This is an optimization exercise on Yosys and OpenROAD, whose aim is small area, not a production implementation. Only simulation tests tie the RTL to the original design; equivalence was not proved. No activity file was given, so power comes from the tool's default toggle rates.

==> branch amber: inputs <==
Design ram_dp_param, start of the top module:
module ram_dp_param #(
  parameter int                DATA_W    = 16,
  parameter int                ADDR_W    = 8,
  parameter logic [DATA_W-1:0] CLEAR_VAL = '0
) (
  input  logic                 clk,
  input  logic                 rst_n,
  input  logic                 init_req,
  output logic                 busy,
  input  logic                 a_en,
  input  logic [ADDR_W-1:0]    a_addr,
  output logic [DATA_W-1:0]    a_rdata,
  output logic                 a_valid,
  input  logic                 b_en,
  input  logic                 b_we,
  input  logic [DATA_W/8-1:0]  b_be,
  input  logic [ADDR_W-1:0]    b_addr,
  input  logic [DATA_W-1:0]    b_wdata,
  output logic [DATA_W-1:0]    b_rdata,
  output logic                 b_valid
);
==> module ram_dp_mux256, before the edit <==
module ram_dp_mux256 (
  input  logic [255:0] d,
  input  logic [255:0] s,
  output logic         y
);
  logic [85:0] l1;   
  logic [21:0] l2;   
  logic [10:0] l3;   
  logic [2:0]  l4;   
  for (genvar g = 0; g < 85; g++) begin : g_l1
    ram_dp_aoi222 u (.a1(d[3*g]), .a2(s[3*g]), .b1(d[3*g+1]), .b2(s[3*g+1]),
                     .c1(d[3*g+2]), .c2(s[3*g+2]), .y(l1[g]));
  end
  ram_dp_nand2 u_l1_last (.a(d[255]), .b(s[255]), .y(l1[85]));
  for (genvar g = 0; g < 21; g++) begin : g_l2
    ram_dp_nand4 u (.a(l1[4*g]), .b(l1[4*g+1]), .c(l1[4*g+2]), .d(l1[4*g+3]), .y(l2[g]));
  end
  ram_dp_nand2 u_l2_last (.a(l1[84]), .b(l1[85]), .y(l2[21]));
  for (genvar g = 0; g < 11; g++) begin : g_l3
    ram_dp_nor2 u (.a(l2[2*g]), .b(l2[2*g+1]), .y(l3[g]));
  end
  ram_dp_nand4 u_l4_0 (.a(l3[0]), .b(l3[1]), .c(l3[2]),  .d(l3[3]), .y(l4[0]));
  ram_dp_nand4 u_l4_1 (.a(l3[4]), .b(l3[5]), .c(l3[6]),  .d(l3[7]), .y(l4[1]));
  ram_dp_nand3 u_l4_2 (.a(l3[8]), .b(l3[9]), .c(l3[10]), .y(l4[2]));
  ram_dp_or3   u_l5   (.a(l4[0]), .b(l4[1]), .c(l4[2]), .y(y));
endmodule
==> module ram_dp_dec4n, before the edit <==
module ram_dp_dec4n (
  input  logic [3:0]  a,
  output logic [15:0] y_n
);
  logic [3:0] a_n;
  assign a_n = ~a;
  for (genvar j = 0; j < 16; j++) begin : g_y
    ram_dp_nand4 u (.a(j[0] ? a[0] : a_n[0]), .b(j[1] ? a[1] : a_n[1]),
                    .c(j[2] ? a[2] : a_n[2]), .d(j[3] ? a[3] : a_n[3]), .y(y_n[j]));
  end
endmodule
==> module ram_dp_param, before the edit <==
module ram_dp_param #(
  parameter int                DATA_W    = 16,
  parameter int                ADDR_W    = 8,
  parameter logic [DATA_W-1:0] CLEAR_VAL = '0
) (
  input  logic                 clk,
  input  logic                 rst_n,
  input  logic                 init_req,
  output logic                 busy,
  input  logic                 a_en,
  input  logic [ADDR_W-1:0]    a_addr,
  output logic [DATA_W-1:0]    a_rdata,
  output logic                 a_valid,
  input  logic                 b_en,
  input  logic                 b_we,
  input  logic [DATA_W/8-1:0]  b_be,
  input  logic [ADDR_W-1:0]    b_addr,
  input  logic [DATA_W-1:0]    b_wdata,
  output logic [DATA_W-1:0]    b_rdata,
  output logic                 b_valid
);
  localparam int NB    = DATA_W / 8;
  localparam int DEPTH = 1 << ADDR_W;
  logic              busy_q;
  logic [ADDR_W-1:0] clr_cnt;
  logic              idle_req, a_rd, b_rd, b_wr;
  always_ff @(posedge clk or negedge rst_n) begin
    if (!rst_n) begin
      busy_q  <= 1'b1;
      clr_cnt <= '0;
    end else if (busy_q) begin
      clr_cnt <= clr_cnt + 1'b1;
      if (clr_cnt == {ADDR_W{1'b1}}) busy_q <= 1'b0;
    end else if (init_req) begin
      busy_q <= 1'b1;
    end
  end
  assign busy     = busy_q;
  assign idle_req = !busy_q && !init_req;
  assign a_rd     = idle_req && a_en;
  assign b_rd     = idle_req && b_en && !b_we;
  assign b_wr     = idle_req && b_en && b_we;
  logic [NB-1:0]     wen, ken_n;
  logic [DATA_W-1:0] wdg;
  logic [DEPTH-1:0]  b_row, w_row_n, a_row;
  for (genvar i = 0; i < NB; i++) begin : g_en
    assign wen[i]   = b_wr && b_be[i];
    assign ken_n[i] = !(busy_q || wen[i]);
    assign wdg[8*i +: 8] = b_wdata[8*i +: 8] & {8{wen[i]}};
  end
  ram_dp_dec8   u_a_dec (.a(a_addr), .y(a_row));
  ram_dp_dec8   u_b_dec (.a(b_addr), .y(b_row));
  ram_dp_dec8fn u_w_dec (.a(b_addr), .f(busy_q), .y_n(w_row_n));
  logic [DEPTH-1:0][NB-1:0]     we;
  logic [DEPTH-1:0][DATA_W-1:0] mem_q;
  for (genvar w = 0; w < DEPTH; w++) begin : g_word
    for (genvar i = 0; i < NB; i++) begin : g_byte
      ram_dp_nor2 u_we (.a(w_row_n[w]), .b(ken_n[i]), .y(we[w][i]));
      always_ff @(posedge clk)
        if (we[w][i]) mem_q[w][8*i +: 8] <= wdg[8*i +: 8];
    end
  end
  logic [DATA_W-1:0][DEPTH-1:0] col;
  logic [DATA_W-1:0] a_word, b_word;
  for (genvar w = 0; w < DEPTH; w++) begin : g_t
    for (genvar b = 0; b < DATA_W; b++) begin : g_b
      assign col[b][w] = mem_q[w][b];
    end
  end
  for (genvar b = 0; b < DATA_W; b++) begin : g_col
    ram_dp_mux256 u_a (.d(col[b]), .s(a_row), .y(a_word[b]));
    ram_dp_mux256 u_b (.d(col[b]), .s(b_row), .y(b_word[b]));
  end
  logic [DATA_W-1:0] a_rdata_q, b_rdata_q;
  logic              a_vld_q, b_vld_q;
  always_ff @(posedge clk or negedge rst_n) begin
    if (!rst_n) begin
      a_rdata_q <= '0;
      a_vld_q   <= 1'b0;
      b_rdata_q <= '0;
      b_vld_q   <= 1'b0;
    end else begin
      a_vld_q <= a_rd;
      b_vld_q <= b_rd;
      if (a_rd) a_rdata_q <= a_word;
      if (b_rd) b_rdata_q <= b_word;
    end
  end
  assign a_rdata = a_rdata_q;
  assign a_valid = a_vld_q;
  assign b_rdata = b_rdata_q;
  assign b_valid = b_vld_q;
endmodule
==> module ram_dp_or3, before the edit <==
module ram_dp_or3 (input logic a, b, c, output logic y);
  assign y = a | b | c;
endmodule
Settings: LEC_CHECK=0, CAP_MARGIN=0, CELL_PAD_IN_SITES_DETAIL_PLACEMENT=1, CELL_PAD_IN_SITES_GLOBAL_PLACEMENT=1, CORE_MARGIN=2, CORE_UTILIZATION=25, CTS_BUF_LIST=sky130_fd_sc_hd__clkbuf_8 sky130_fd_sc_hd__clkbuf_16, CTS_CLUSTER_DIAMETER=90, CTS_CLUSTER_SIZE=20, GPL_TIMING_DRIVEN=0, PLACE_DENSITY=0.38, SLEW_MARGIN=0, SYNTH_HIERARCHICAL=1, SYNTH_MINIMUM_KEEP_SIZE=0; clock period 5.0 ns.
run.sh (not shown) runs the stock make flow with config.mk's settings and CLKGATE_MAP_FILE= SYNTH_SCRIPT=/design/flow/synth_recipe.tcl, a recipe that flattens the netlist after the stock synthesis.
==> inputs of branch tundra, as changes to branch amber <==
--- a/flow/design.v
+++ b/flow/design.v
@@ -6,2 +6,8 @@
 endmodule
+module ram_dp_aoi22 (
+  input  logic a1, a2, b1, b2,
+  output logic y
+);
+  assign y = ~((a1 & a2) | (b1 & b2));
+endmodule
 module ram_dp_nand2 (input logic a, b, output logic y);
@@ -24,2 +30,4 @@
   input  logic [255:0] s,
+  input  logic         hq,
+  input  logic         hs,
   output logic         y
@@ -34,3 +42,3 @@
   end
-  ram_dp_nand2 u_l1_last (.a(d[255]), .b(s[255]), .y(l1[85]));
+  ram_dp_aoi22 u_l1_last (.a1(d[255]), .a2(s[255]), .b1(hq), .b2(hs), .y(l1[85]));
   for (genvar g = 0; g < 21; g++) begin : g_l2
@@ -51,7 +59,25 @@
 );
-  logic [3:0] a_n;
-  assign a_n = ~a;
   for (genvar j = 0; j < 16; j++) begin : g_y
-    ram_dp_nand4 u (.a(j[0] ? a[0] : a_n[0]), .b(j[1] ? a[1] : a_n[1]),
-                    .c(j[2] ? a[2] : a_n[2]), .d(j[3] ? a[3] : a_n[3]), .y(y_n[j]));
+    assign y_n[j] = (a != j);
+  end
+endmodule
+module ram_dp_dec4ne (
+  input  logic [3:0]  a,
+  input  logic        en,
+  output logic [15:0] y_n
+);
+  for (genvar j = 0; j < 16; j++) begin : g_y
+    assign y_n[j] = !((a == j) && en);
+  end
+endmodule
+module ram_dp_dec8e (
+  input  logic [7:0]   a,
+  input  logic         en,
+  output logic [255:0] y
+);
+  logic [15:0] lo_n, hi_n;
+  ram_dp_dec4n  u_lo (.a(a[3:0]), .y_n(lo_n));
+  ram_dp_dec4ne u_hi (.a(a[7:4]), .en(en), .y_n(hi_n));
+  for (genvar w = 0; w < 256; w++) begin : g_row
+    ram_dp_nor2 u (.a(hi_n[w/16]), .b(lo_n[w%16]), .y(y[w]));
   end
@@ -140,4 +166,4 @@
   end
-  ram_dp_dec8   u_a_dec (.a(a_addr), .y(a_row));
-  ram_dp_dec8   u_b_dec (.a(b_addr), .y(b_row));
+  ram_dp_dec8e  u_a_dec (.a(a_addr), .en(a_rd), .y(a_row));
+  ram_dp_dec8e  u_b_dec (.a(b_addr), .en(b_rd), .y(b_row));
   ram_dp_dec8fn u_w_dec (.a(b_addr), .f(busy_q), .y_n(w_row_n));
@@ -153,2 +179,3 @@
   logic [DATA_W-1:0][DEPTH-1:0] col;
+  logic [DATA_W-1:0] a_rdata_q, b_rdata_q;
   logic [DATA_W-1:0] a_word, b_word;
@@ -160,6 +187,5 @@
   for (genvar b = 0; b < DATA_W; b++) begin : g_col
-    ram_dp_mux256 u_a (.d(col[b]), .s(a_row), .y(a_word[b]));
-    ram_dp_mux256 u_b (.d(col[b]), .s(b_row), .y(b_word[b]));
-  end
-  logic [DATA_W-1:0] a_rdata_q, b_rdata_q;
+    ram_dp_mux256 u_a (.d(col[b]), .s(a_row), .hq(a_rdata_q[b]), .hs(!a_rd), .y(a_word[b]));
+    ram_dp_mux256 u_b (.d(col[b]), .s(b_row), .hq(b_rdata_q[b]), .hs(!b_rd), .y(b_word[b]));
+  end
   logic              a_vld_q, b_vld_q;
@@ -174,4 +200,4 @@
       b_vld_q <= b_rd;
-      if (a_rd) a_rdata_q <= a_word;
-      if (b_rd) b_rdata_q <= b_word;
+      a_rdata_q <= a_word;
+      b_rdata_q <= b_word;
     end
CAP_MARGIN = 20   (was 0)
CORE_UTILIZATION = 30   (was 25)
PLACE_DENSITY = 0.44   (was 0.38)
SETUP_SLACK_MARGIN = 0.5   (was unset)
SLEW_MARGIN = 20   (was 0)
==> inputs of branch umber, as changes to branch amber <==
--- a/flow/design.v
+++ b/flow/design.v
@@ -6,2 +6,8 @@
 endmodule
+module ram_dp_aoi22 (
+  input  logic a1, a2, b1, b2,
+  output logic y
+);
+  assign y = ~((a1 & a2) | (b1 & b2));
+endmodule
 module ram_dp_nand2 (input logic a, b, output logic y);
@@ -24,2 +30,4 @@
   input  logic [255:0] s,
+  input  logic         hq,
+  input  logic         hs,
   output logic         y
@@ -34,3 +42,3 @@
   end
-  ram_dp_nand2 u_l1_last (.a(d[255]), .b(s[255]), .y(l1[85]));
+  ram_dp_aoi22 u_l1_last (.a1(d[255]), .a2(s[255]), .b1(hq), .b2(hs), .y(l1[85]));
   for (genvar g = 0; g < 21; g++) begin : g_l2
@@ -56,2 +64,23 @@
                     .c(j[2] ? a[2] : a_n[2]), .d(j[3] ? a[3] : a_n[3]), .y(y_n[j]));
+  end
+endmodule
+module ram_dp_dec4ne (
+  input  logic [3:0]  a,
+  input  logic        en,
+  output logic [15:0] y_n
+);
+  for (genvar j = 0; j < 16; j++) begin : g_y
+    assign y_n[j] = !((a == j) && en);
+  end
+endmodule
+module ram_dp_dec8e (
+  input  logic [7:0]   a,
+  input  logic         en,
+  output logic [255:0] y
+);
+  logic [15:0] lo_n, hi_n;
+  ram_dp_dec4n  u_lo (.a(a[3:0]), .y_n(lo_n));
+  ram_dp_dec4ne u_hi (.a(a[7:4]), .en(en), .y_n(hi_n));
+  for (genvar w = 0; w < 256; w++) begin : g_row
+    ram_dp_nor2 u (.a(hi_n[w/16]), .b(lo_n[w%16]), .y(y[w]));
   end
@@ -140,4 +169,4 @@
   end
-  ram_dp_dec8   u_a_dec (.a(a_addr), .y(a_row));
-  ram_dp_dec8   u_b_dec (.a(b_addr), .y(b_row));
+  ram_dp_dec8e  u_a_dec (.a(a_addr), .en(a_rd), .y(a_row));
+  ram_dp_dec8e  u_b_dec (.a(b_addr), .en(b_rd), .y(b_row));
   ram_dp_dec8fn u_w_dec (.a(b_addr), .f(busy_q), .y_n(w_row_n));
@@ -153,2 +182,3 @@
   logic [DATA_W-1:0][DEPTH-1:0] col;
+  logic [DATA_W-1:0] a_rdata_q, b_rdata_q;
   logic [DATA_W-1:0] a_word, b_word;
@@ -160,6 +190,5 @@
   for (genvar b = 0; b < DATA_W; b++) begin : g_col
-    ram_dp_mux256 u_a (.d(col[b]), .s(a_row), .y(a_word[b]));
-    ram_dp_mux256 u_b (.d(col[b]), .s(b_row), .y(b_word[b]));
-  end
-  logic [DATA_W-1:0] a_rdata_q, b_rdata_q;
+    ram_dp_mux256 u_a (.d(col[b]), .s(a_row), .hq(a_rdata_q[b]), .hs(!a_rd), .y(a_word[b]));
+    ram_dp_mux256 u_b (.d(col[b]), .s(b_row), .hq(b_rdata_q[b]), .hs(!b_rd), .y(b_word[b]));
+  end
   logic              a_vld_q, b_vld_q;
@@ -174,4 +203,4 @@
       b_vld_q <= b_rd;
-      if (a_rd) a_rdata_q <= a_word;
-      if (b_rd) b_rdata_q <= b_word;
+      a_rdata_q <= a_word;
+      b_rdata_q <= b_word;
     end
CAP_MARGIN = 20   (was 0)
SETUP_SLACK_MARGIN = 0.3   (was unset)
SLEW_MARGIN = 20   (was 0)
==> inputs of branch pepper, as changes to branch amber <==
--- a/flow/design.v
+++ b/flow/design.v
@@ -6,2 +6,8 @@
 endmodule
+module ram_dp_aoi22 (
+  input  logic a1, a2, b1, b2,
+  output logic y
+);
+  assign y = ~((a1 & a2) | (b1 & b2));
+endmodule
 module ram_dp_nand2 (input logic a, b, output logic y);
@@ -18,4 +24,4 @@
 endmodule
-module ram_dp_or3 (input logic a, b, c, output logic y);
-  assign y = a | b | c;
+module ram_dp_inv (input logic a, output logic y);
+  assign y = ~a;
 endmodule
@@ -24,2 +30,4 @@
   input  logic [255:0] s,
+  input  logic         hq,
+  input  logic         hs,
   output logic         y
@@ -30,2 +38,3 @@
   logic [2:0]  l4;   
+  logic [2:0]  l5;   
   for (genvar g = 0; g < 85; g++) begin : g_l1
@@ -34,3 +43,3 @@
   end
-  ram_dp_nand2 u_l1_last (.a(d[255]), .b(s[255]), .y(l1[85]));
+  ram_dp_aoi22 u_l1_last (.a1(d[255]), .a2(s[255]), .b1(hq), .b2(hs), .y(l1[85]));
   for (genvar g = 0; g < 21; g++) begin : g_l2
@@ -45,3 +54,6 @@
   ram_dp_nand3 u_l4_2 (.a(l3[8]), .b(l3[9]), .c(l3[10]), .y(l4[2]));
-  ram_dp_or3   u_l5   (.a(l4[0]), .b(l4[1]), .c(l4[2]), .y(y));
+  for (genvar g = 0; g < 3; g++) begin : g_l5
+    ram_dp_inv u (.a(l4[g]), .y(l5[g]));
+  end
+  ram_dp_nand3 u_l6 (.a(l5[0]), .b(l5[1]), .c(l5[2]), .y(y));
 endmodule
@@ -51,7 +63,25 @@
 );
-  logic [3:0] a_n;
-  assign a_n = ~a;
   for (genvar j = 0; j < 16; j++) begin : g_y
-    ram_dp_nand4 u (.a(j[0] ? a[0] : a_n[0]), .b(j[1] ? a[1] : a_n[1]),
-                    .c(j[2] ? a[2] : a_n[2]), .d(j[3] ? a[3] : a_n[3]), .y(y_n[j]));
+    assign y_n[j] = (a != j);
+  end
+endmodule
+module ram_dp_dec4ne (
+  input  logic [3:0]  a,
+  input  logic        en,
+  output logic [15:0] y_n
+);
+  for (genvar j = 0; j < 16; j++) begin : g_y
+    assign y_n[j] = !((a == j) && en);
+  end
+endmodule
+module ram_dp_dec8e (
+  input  logic [7:0]   a,
+  input  logic         en,
+  output logic [255:0] y
+);
+  logic [15:0] lo_n, hi_n;
+  ram_dp_dec4n  u_lo (.a(a[3:0]), .y_n(lo_n));
+  ram_dp_dec4ne u_hi (.a(a[7:4]), .en(en), .y_n(hi_n));
+  for (genvar w = 0; w < 256; w++) begin : g_row
+    ram_dp_nor2 u (.a(hi_n[w/16]), .b(lo_n[w%16]), .y(y[w]));
   end
@@ -140,4 +170,4 @@
   end
-  ram_dp_dec8   u_a_dec (.a(a_addr), .y(a_row));
-  ram_dp_dec8   u_b_dec (.a(b_addr), .y(b_row));
+  ram_dp_dec8e  u_a_dec (.a(a_addr), .en(a_rd), .y(a_row));
+  ram_dp_dec8e  u_b_dec (.a(b_addr), .en(b_rd), .y(b_row));
   ram_dp_dec8fn u_w_dec (.a(b_addr), .f(busy_q), .y_n(w_row_n));
@@ -153,2 +183,3 @@
   logic [DATA_W-1:0][DEPTH-1:0] col;
+  logic [DATA_W-1:0] a_rdata_q, b_rdata_q;
   logic [DATA_W-1:0] a_word, b_word;
@@ -160,6 +191,5 @@
   for (genvar b = 0; b < DATA_W; b++) begin : g_col
-    ram_dp_mux256 u_a (.d(col[b]), .s(a_row), .y(a_word[b]));
-    ram_dp_mux256 u_b (.d(col[b]), .s(b_row), .y(b_word[b]));
-  end
-  logic [DATA_W-1:0] a_rdata_q, b_rdata_q;
+    ram_dp_mux256 u_a (.d(col[b]), .s(a_row), .hq(a_rdata_q[b]), .hs(!a_rd), .y(a_word[b]));
+    ram_dp_mux256 u_b (.d(col[b]), .s(b_row), .hq(b_rdata_q[b]), .hs(!b_rd), .y(b_word[b]));
+  end
   logic              a_vld_q, b_vld_q;
@@ -174,4 +204,4 @@
       b_vld_q <= b_rd;
-      if (a_rd) a_rdata_q <= a_word;
-      if (b_rd) b_rdata_q <= b_word;
+      a_rdata_q <= a_word;
+      b_rdata_q <= b_word;
     end
CAP_MARGIN = 20   (was 0)
CORE_UTILIZATION = 30   (was 25)
PLACE_DENSITY = 0.44   (was 0.38)
SETUP_SLACK_MARGIN = 0.5   (was unset)
SLEW_MARGIN = 20   (was 0)
==> notes <==
Branch umber produced a layout that fails on max-capacitance violations, negative setup slack. Branch tundra finished clean. Branch amber completed, yet does not pass: max-capacitance violations, max-slew violations, negative setup slack. Branch pepper completed without violations.
Area after synthesis: branch umber < branch amber < branch tundra < branch pepper.
In branch umber the global-route usage is lower than in branch pepper, by 3.4 points.
Between branch amber and branch tundra, the lower worst hold slack is in branch tundra (gap 41 ps).
Between branch umber and branch pepper, the lower via count is in branch pepper (gap about 0.54%, measured against branch pepper).
Of branch tundra and branch pepper, branch tundra has the higher wire length (gap 0.54%, measured against branch pepper).
Of branch tundra and branch amber, branch tundra has the higher critical path depth (gap 3).
==> figures <==
quantity	branch amber	branch umber	branch tundra	branch pepper
Outcome	complete, but fails checks	complete, but fails checks	no timing/DRC/antenna violations	no timing/DRC/antenna violations
Layout check failures	max-capacitance violations, max-slew violations, negative setup slack	max-capacitance violations, negative setup slack	-	-
Worst-case vdd ir drop	0.2626 mV	0.2434 mV	0.3099 mV	0.3241 mV
Hpwl dp	595.6 mm	612.1 mm	561.2 mm	560.5 mm
Number of levels in the clock H-tree	5	5	4	4
Global Route met2 Usage	35.44%	36.71%	39.80%	42.20%
Endpoint of the worst-slack reg-to-reg timing path	mem_q[2463]	a_rdata_q[1]	a_rdata_q[5]	b_rdata_q[4]
Non-clock buffering overhead	4.455%	5.101%	4.997%	4.572%
Most numerous cell on the critical path	nand4_1	buf_12	nor2_4	-
Routed length per instance	41.28 µm	41.64 µm	43.18 µm	43.01 µm
Worst slew margin	-5.142%	0.5582%	20.11%	18.00%
Count of final max-slew check failures	69	0	0	0
Category of the most critical setup path	primary input to register	register to register	register to register	primary input to register
Global-route wire length before repair	1051 mm	1067 mm	1020 mm	1020 mm
Sequential share of power	61.0%	60.9%	63.6%	63.6%

==> afterwards: timing with drivers on the ports <==
The results above use ideal ports. As a check the final layouts listed here were re-extracted and re-timed, cells and wires unchanged.
Step 1 assumes that a clkbuf_16 drives the clock port and a buf_2 every other input.
Step 2 also shifts input and output timing later by t, the mid clock arrival at the registers, as if the neighbouring blocks saw the same clock.
Three values: ideal, step 1, step 2; two values: the first two.
run	t, ns	setup WS [ns]	worst register clock-pin slew, ns	cell pins on the clock port's net
branch amber	1.119	-0.453 / -0.516 / -1.635	0.09 / 0.09	1
branch tundra	1.131	0.108 / 0.108 / -0.972	0.10 / 0.10	1
branch umber	1.127	-0.185 / -0.185 / -1.301	0.09 / 0.09	1
branch pepper	1.131	0.338 / 0.197 / -0.934	0.10 / 0.10	1
Met with ideal ports but missed after step 2: setup timing in branch tundra and branch pepper. For branch pepper, which loses most, drivers alone change the setup slack by -0.141 ns; drivers and shift together by -1.272 ns.
